From an optimization exercise on the open Yosys and OpenROAD flow, aimed at small area, a short achievable clock period and few clock cycles per item; shortcuts taken in it are not production practice. Function was checked by simulation only, so behaviour that the tests miss may differ from the original. Power figures rest on the tool's default switching activity, not on a simulated workload.

Design sme_top, start of the top module:
module sme_top (
    input  logic           clk,
    input  logic           rst_n,
    input  sme_pkg::char_t chardata,
    input  logic           isstring,
    input  logic           ispattern,
    output logic           out_valid,
    output logic           match,
    output logic [4:0]     match_index
);
Size: ~1100 cells after synthesis, roughly 320 flip-flops, about 19 I/O pins, roughly 14000 µm² of cells after synthesis.
export LEC_CHECK = 0
export CAP_MARGIN = 20
export CORE_MARGIN = 2
export CORE_UTILIZATION = 40
export CTS_CLUSTER_DIAMETER = 120
export CTS_CLUSTER_SIZE = 24
export SETUP_SLACK_MARGIN = 5
export SLEW_MARGIN = 20
create_clock -name core_clock -period 8.0 [get_ports {clk}]
standard.sh (not shown) runs the stock make flow with config.mk's settings and CLKGATE_MAP_FILE= SYNTH_SCRIPT=/design/flow/synth_recipe.tcl, a recipe that flattens the netlist after the stock synthesis.
==> flow/flow/run.sh <==
#!/bin/bash
# Standard layout with a tighter setup repair target and stronger port buffers.
set -uo pipefail
bash standard.sh SETUP_SLACK_MARGIN=5.6 \
    "BUFFER_PORTS_ARGS=-buffer_cell sky130_fd_sc_hd__buf_4" \
    finish > standard.log 2>&1
Testbench counts at the start, summed over its fixed seeds: cycles 7,731, queries 512.
Rerun with:
- ABC_AREA: default -> 1
- CTS_BUF_LIST: default -> sky130_fd_sc_hd__clkbuf_16
- CTS_CLUSTER_SIZE: 24 -> 30
What happened:
- The changed run finished with timing, DRC and antenna clean
- global-route usage went up by 1.4 points
- worst setup slack loses 0.0093 ns
- synthesized area rises by 7.1%
- die area grows by 7.0%
Rerun with:
==> flow/flow/run.sh (replaced) <==
#!/bin/bash
# Standard layout with a tighter setup repair target and stronger port buffers.
set -uo pipefail
bash standard.sh SETUP_SLACK_MARGIN=5.45 \
    "BUFFER_PORTS_ARGS=-buffer_cell sky130_fd_sc_hd__buf_4" \
    finish > standard.log 2>&1
- ABC_AREA: 1 -> default
Result: Wire length shrinks by about 16%; clock power shrinks by about 1%; critical path depth does not change; utilization goes up by 0.45 points; cell area decreases by about 6%; die area fell by 6.5%.

* * *

job 263:
sme_top, a different RTL version from the one above (not shown whole).
Size: about 1100 cells after synthesis, about 320 flip-flops, about 14000 um^2 of cells after synthesis.
==> flow/config.mk <==
export PLATFORM = sky130hd
export DESIGN_NAME = sme_top
export DESIGN_NICKNAME = sme_top
export VERILOG_FILES = /design/flow/design.v
export SDC_FILE = /design/flow/constraint.sdc
export NUM_CORES = 4
export LEC_CHECK = 0
export CAP_MARGIN = 20
export CORE_MARGIN = 2
export CORE_UTILIZATION = 40
export CTS_BUF_LIST = sky130_fd_sc_hd__clkbuf_8
export CTS_CLUSTER_DIAMETER = 80
export CTS_CLUSTER_SIZE = 16
export SETUP_SLACK_MARGIN = 5
export SLEW_MARGIN = 20
==> flow/constraint.sdc <==
create_clock -name core_clock -period 8.0 [get_ports {clk}]
set_input_delay 1.6000 -clock core_clock [delete_from_list [all_inputs] [get_ports {clk}]]
set_output_delay 1.6000 -clock core_clock [all_outputs]
set_load 0.01 [all_outputs]
==> flow/flow/run.sh <==
#!/bin/bash
# Standard layout with a tighter setup repair target and stronger port buffers.
set -uo pipefail
bash standard.sh SETUP_SLACK_MARGIN=5.45 \
    "BUFFER_PORTS_ARGS=-buffer_cell sky130_fd_sc_hd__buf_4" \
    finish > standard.log 2>&1
Testbench counts of job 263, summed over its fixed seeds: cycles 7,731, queries 512.
Edits applied to the flow inputs when going from job 263 to job 3011:
==> flow/flow/run.sh <==
#!/bin/bash
# Standard layout with a tighter setup repair target and stronger port buffers.
set -uo pipefail
bash standard.sh SETUP_SLACK_MARGIN=5.2 \
    "BUFFER_PORTS_ARGS=-buffer_cell sky130_fd_sc_hd__buf_2" \
    finish > standard.log 2>&1
diff --git a/flow/config.mk b/flow/config.mk
--- a/flow/config.mk
+++ b/flow/config.mk
@@ -11,3 +11,3 @@
-export CTS_BUF_LIST = sky130_fd_sc_hd__clkbuf_8
-export CTS_CLUSTER_DIAMETER = 80
-export CTS_CLUSTER_SIZE = 16
+export CTS_BUF_LIST = sky130_fd_sc_hd__clkbuf_16
+export CTS_CLUSTER_DIAMETER = 120
+export CTS_CLUSTER_SIZE = 30
## What came out
Job 3011 vs. job 263: sequential cell area barely changed; sequential share of power dropped 0.6 points; final wirelength dropped 0.76%.
Job 3011 vs job 263, timing endpoint of the critical path: match_index[4]$_DFF_PN0_ vs match
diff inputs: job 3011 => job 8679
diff --git a/flow/flow/run.sh b/flow/flow/run.sh
--- a/flow/flow/run.sh
+++ b/flow/flow/run.sh
@@ -4 +4 @@
-bash standard.sh SETUP_SLACK_MARGIN=5.2 \
+bash standard.sh SETUP_SLACK_MARGIN=5.45 \
diff --git a/flow/config.mk b/flow/config.mk
--- a/flow/config.mk
+++ b/flow/config.mk
@@ -12,2 +12,3 @@
-export CTS_CLUSTER_DIAMETER = 120
-export CTS_CLUSTER_SIZE = 30
+export CTS_CLUSTER_DIAMETER = 100
+export CTS_CLUSTER_SIZE = 26
+export PLACE_DENSITY = 0.75
==> comparison <==
Job 3011 has higher non-clock buffer count than job 8679.
Per the comparison of job 8679 with job 3011, final critical-path required period now smaller, total wirelength of the detailed-routed design now smaller, part of the power in the clock network now larger, sequential power comparable.
Diff job 8679..job 3011 | final standard cell count with taps included and fillers excluded | negligible
On register-to-register slack: job 8679 sits above job 3011.
Against job 3011 as the reference, job 8679 delivers a higher clock power.
Looking at endpoint of the worst setup timing path, the match_index[4]$_DFF_PN0_ result is from job 3011; the match one comes from job 8679.
Input changes introduced in job 6004 (baseline for comparison: job 8679):
diff --git a/flow/config.mk b/flow/config.mk
--- a/flow/config.mk
+++ b/flow/config.mk
@@ -12,3 +12,3 @@
-export CTS_CLUSTER_DIAMETER = 100
-export CTS_CLUSTER_SIZE = 26
-export PLACE_DENSITY = 0.75
+export CTS_CLUSTER_DIAMETER = 120
+export CTS_CLUSTER_SIZE = 30
+export PLACE_DENSITY = 0.85
==> notes.md <==
Having completed the whole flow, job 6004 delivered a layout that passed the timing, design-rule and antenna checks. match$_DFF_PN0_ as the launch point of the worst path was reported by job 8679, and match_index[4]$_DFF_PN0_ by job 6004. The area growth from synthesis to final layout of job 6004 and that of job 8679 are within noise of each other. Setup slack in job 6004 vs job 8679: down 0.026 ns. Looking at remaining max-slew budget at the tightest pin, job 6004 sits 9.7 points above job 8679. When the final numbers for job 8679 and job 6004 were put side by side, the clock-pin slew on the worst setup and hold paths turned out to be smaller in job 8679. Comparing job 8679 and job 6004, count of clock-buffer cells in the layout is higher on job 8679. Comparing job 6004 with job 8679, the design area came out essentially unchanged. | hold slack | job 8679 vs job 6004 | ≈ equal |. Compared to job 8679, job 6004 has wire length on met1 about 2.6% lower. Relative contribution of the clock network to total power (lower): job 6004. ~same utilization in job 8679 and job 6004. On detailed route wirelength on metal2: job 6004 sits above job 8679.

==> afterwards: timing with drivers on the ports <==
How much do the figures lean on ideal ports? The routed layouts below were timed once more, with nothing changed but the port constraints. Step 1 (the two cells are an assumption about what drives the block):
set clk [get_ports {clk}]
set_driving_cell -lib_cell sky130_fd_sc_hd__clkbuf_16 $clk
set_driving_cell -lib_cell sky130_fd_sc_hd__buf_2 [delete_from_list [all_inputs] $clk]
Step 2 adds t to the input delays and takes it off the output delays; t is the mean of the earliest and latest rising clock arrival at the registers after step 1. Input paths then give back, and output paths get back, about the clock's delay inside the block. a / b / c = no drivers / after step 1 / after step 2; a / b = the first two.
run	shift t [ns]	setup WS [ns]	worst data-port slew with drivers (ns)
the first run of note 1	0.561	5.370 / 5.321 / 5.233	0.04
the second run of note 1	0.554	5.360 / 5.312 / 5.505	0.04
the third run of note 1	0.555	5.371 / 5.320 / 5.227	0.03
job 263	0.613	5.305 / 5.263 / 5.226	0.03
job 3011	0.562	5.274 / 5.274 / 5.061	0.03
job 8679	0.546	5.402 / 5.354 / 5.174	0.03
job 6004	0.544	5.375 / 5.331 / 5.175	0.03
After both steps every run listed still meets setup and hold. The setup slack of job 8679, which loses most, moves by -0.048 ns with the drivers and by -0.228 ns with both steps.
